This design comes from an exercise in tuning for small area, a short achievable clock period and few clock cycles per item on the open sky130 flow, not from production work. At most, simulation tests tie the RTL to the original design; equivalence was not proved.

==> inputs of trial 59 <==
// multi_dataflow_core
module multi_dataflow_core (
  input  logic        ap_clk,
  input  logic        ap_rst,
  input  logic [31:0] in0_data,
  output logic        in0_full_n,
  input  logic        in0_write,
  input  logic [31:0] in1_data,
  output logic        in1_full_n,
  input  logic        in1_write,
  output logic [31:0] out0_data,
  input  logic        out0_full_n,
  output logic        out0_write,
  output logic [31:0] out1_data,
  input  logic        out1_full_n,
  output logic        out1_write,
  input  logic [7:0]  ID
);
clock: 8.5 ns
lec_check: 0
abc_clock_period_in_ps: 2500
cap_margin: 20
core_margin: 2
core_utilization: 40
setup_slack_margin: 5
slew_margin: 20
run.sh (not shown) runs the stock make flow with config.mk's settings and CLKGATE_MAP_FILE= SYNTH_SCRIPT=/design/flow/synth_recipe.tcl, a recipe that flattens the netlist after the stock synthesis.
==> inputs of trial 30, as changes to trial 59 <==
--- a/flow/design.v
+++ b/flow/design.v
@@ -17,16 +17,17 @@
 );
   localparam int NS1 = 120;
   logic        hv_a, sv_a, hv_b, sv_b;
   logic        s1v, o0v, o1v;
   logic        id1_q, idok_q;
   logic        push_a, push_b, fire, adv0, s1_rdy, o1_rdy;
   logic [31:0] ha, hb, sa, sb;
-  assign in0_full_n = ~sv_a;
-  assign in1_full_n = ~sv_b;
+  logic        fn_a, fn_b;    
+  assign in0_full_n = fn_a;
+  assign in1_full_n = fn_b;
   assign push_a = in0_write & ~sv_a;
   assign push_b = in1_write & ~sv_b;
   assign adv0   = ~o0v | out0_full_n;
   assign s1_rdy = ~s1v | adv0;
   assign o1_rdy = ~o1v | out1_full_n;
   assign fire   = hv_a & hv_b & idok_q & s1_rdy & o1_rdy;
   always_ff @(posedge ap_clk or negedge ap_rst) begin
@@ -35,59 +36,69 @@
       sv_a   <= 1'b0;
       hv_b   <= 1'b0;
       sv_b   <= 1'b0;
       s1v    <= 1'b0;
       o0v    <= 1'b0;
       o1v    <= 1'b0;
       idok_q <= 1'b0;
+      fn_a   <= 1'b1;
+      fn_b   <= 1'b1;
     end else begin
       hv_a   <= (hv_a & ~fire) | sv_a | push_a;
       sv_a   <= hv_a & ~fire & (sv_a | push_a);
       hv_b   <= (hv_b & ~fire) | sv_b | push_b;
       sv_b   <= hv_b & ~fire & (sv_b | push_b);
+      fn_a   <= ~(hv_a & ~fire & (sv_a | push_a));
+      fn_b   <= ~(hv_b & ~fire & (sv_b | push_b));
       if (s1_rdy) s1v <= fire;
       if (adv0)   o0v <= s1v;
       if (o1_rdy) o1v <= fire;
       idok_q <= (ID == 8'd1) || (ID == 8'd2);
     end
   end
+  logic        id1_d, ld_b;
+  logic [31:0] hb_nxt;
+  assign id1_d  = (ID == 8'd1);
+  assign ld_b   = ~hv_b | fire;
+  assign hb_nxt = ld_b ? (sv_b ? sb : in1_data) : hb;
   always_ff @(posedge ap_clk) begin
-    id1_q <= (ID == 8'd1);
+    id1_q <= id1_d;
     if (!sv_a) sa <= in0_data;
     if (!sv_b) sb <= in1_data;
     if (!hv_a || fire) ha <= sv_a ? sa : in0_data;
-    if (!hv_b || fire) hb <= sv_b ? sb : in1_data;
+    hb <= hb_nxt;
   end
   logic [31:0] res1, o1_q;
   assign res1 = id1_q ? (ha - hb) : (ha ^ hb);
   always_ff @(posedge ap_clk) begin
     if (o1_rdy) o1_q <= res1;
   end
   logic [15:0] bo, bt, bn;
   logic        bn0x, bi1;
   logic [NS1-1:0] s1_d, s1_q;
   for (genvar i = 0; i < 16; i++) begin : g_booth
     logic b2, b1, b0;
-    assign b2 = hb[2*i+1];
-    assign b1 = hb[2*i];
+    assign b2 = hb_nxt[2*i+1];
+    assign b1 = hb_nxt[2*i];
     if (i == 0) begin : g_lsb
       assign b0 = 1'b0;
     end else begin : g_msb
-      assign b0 = hb[2*i-1];
+      assign b0 = hb_nxt[2*i-1];
     end
-    if (i == 0) begin : g_one0
-      assign bo[i] = id1_q | (b1 ^ b0);
-    end else begin : g_onei
-      assign bo[i] = ~id1_q & (b1 ^ b0);
+    always_ff @(posedge ap_clk) begin
+      if (i == 0) bo[i] <= id1_d | (b1 ^ b0);
+      else        bo[i] <= ~id1_d & (b1 ^ b0);
+      bt[i] <= ~id1_d & ((b2 & ~b1 & ~b0) | (~b2 & b1 & b0));
+      bn[i] <= ~id1_d & b2;
     end
-    assign bt[i] = ~id1_q & ((b2 & ~b1 & ~b0) | (~b2 & b1 & b0));
-    assign bn[i] = ~id1_q & b2;
   end
-  assign bn0x = id1_q ? hb[0] : bn[0];
-  assign bi1  = id1_q & hb[1];
+  always_ff @(posedge ap_clk) begin
+    bn0x <= id1_d ? hb_nxt[0] : hb_nxt[1];
+    bi1  <= id1_d & hb_nxt[1];
+  end
   logic pp_0_0;
   logic pp_0_1;
   logic pp_0_2;
   logic pp_0_3;
   logic pp_0_4;
   logic pp_0_5;
   logic pp_0_6;
==> flow/flow/run.sh (new file) <==
#!/bin/bash
# The standard layout, with plain buffers (buf_4) rather than the default delay-cell
# buffers on the ports. Make's full output goes to standard_flow.log in the work folder.
set -euo pipefail
bash standard.sh "BUFFER_PORTS_ARGS=-buffer_cell sky130_fd_sc_hd__buf_4" finish > standard_flow.log 2>&1
==> flow/standard.sh (new file) <==
#!/bin/bash
# synth_recipe.tcl (not shown) runs the flow's synth.tcl, then flattens the netlist and writes it again
# the make line also repeats each setting of config.mk as NAME=value (left out here)
make -C /OpenROAD-flow-scripts/flow DESIGN_CONFIG=/design/flow/config.mk WORK_HOME=/design/flow/orfs CLKGATE_MAP_FILE= SYNTH_SCRIPT=/design/flow/synth_recipe.tcl "${@:-finish}"
- ABC_AREA: default -> 1
- ABC_CLOCK_PERIOD_IN_PS: 2500 -> default
removed: flow/run.sh
==> notes <==
Of trial 59 and trial 30, trial 30 has the higher register-to-register slack (gap 0.49 ns). Clock-buffer cell count: trial 59 is lower than trial 30 (9). In trial 59 the fmax is smaller than in trial 30, by about 12%. Critical path depth: trial 30 is lower than trial 59 (4). Between trial 59 and trial 30, the lower synthesized area is in trial 30 (gap 2.3%, measured against trial 30). Against trial 59, the sequential share of layout area of trial 30 is higher by 4.8 points. Against trial 59, the global-route usage of trial 30 is lower by 4.4 points. Trial 59 finished clean. Trial 30 completed with no timing, DRC or antenna violations.
==> figures <==
quantity	trial 30	trial 59
Outcome	timing/DRC/antenna clean	timing/DRC/antenna clean
Period utilization	0.412	0.469
Initial antenna violation count	3	0
Setup slack after placement	4.27 ns	3.71 ns
Met2 track demand over resource	0.376	0.446
Minimum clock period	3.50 ns	3.99 ns
Worst-margin pin slew	1.09 ns	0.816 ns
Via count	21,100	24,300
Wire length of the first global-routing pass	124 mm	149 mm
Count of buffer and inverter cells on the critical path	3	4
Signed area change from the synthesized netlist to the final layout	17.2%	24.7%
Final worst-path setup slack	5.00 ns	4.51 ns
Critical path required time	8.81 ns	8.82 ns
Worst-case hold path end point	s1_q[1]	sb[27]
Testbench counts of trial 30, summed over its fixed seeds: cycles 8,288, items 8,192.
The RTL of trial 59 was laid out without a check of its function.

## what the ideal ports hide
How much do the figures lean on ideal ports? The routed layouts below were timed once more, with nothing changed but the port constraints.
Step 1 sets driving cells, clkbuf_16 on the clock port and buf_2 on the other inputs (assumed; they add their load-dependent delay and slew).
Step 2 also shifts input and output timing later by t, the mid clock arrival at the registers, as if the neighbouring blocks saw the same clock.
Slacks: ideal ports / drivers / drivers and shift; pairs: ideal ports / drivers.
run	t, ns	slack for setup (ns)	pins driven straight from the clock port
trial 59	0.635	4.511 / 4.511 / 4.436	1
trial 30	0.643	4.997 / 4.997 / 4.574	1
After both steps setup and hold are still met in every run listed. The setup slack of trial 30, which loses most, moves by 0.000 ns with the drivers and by -0.423 ns with both steps.
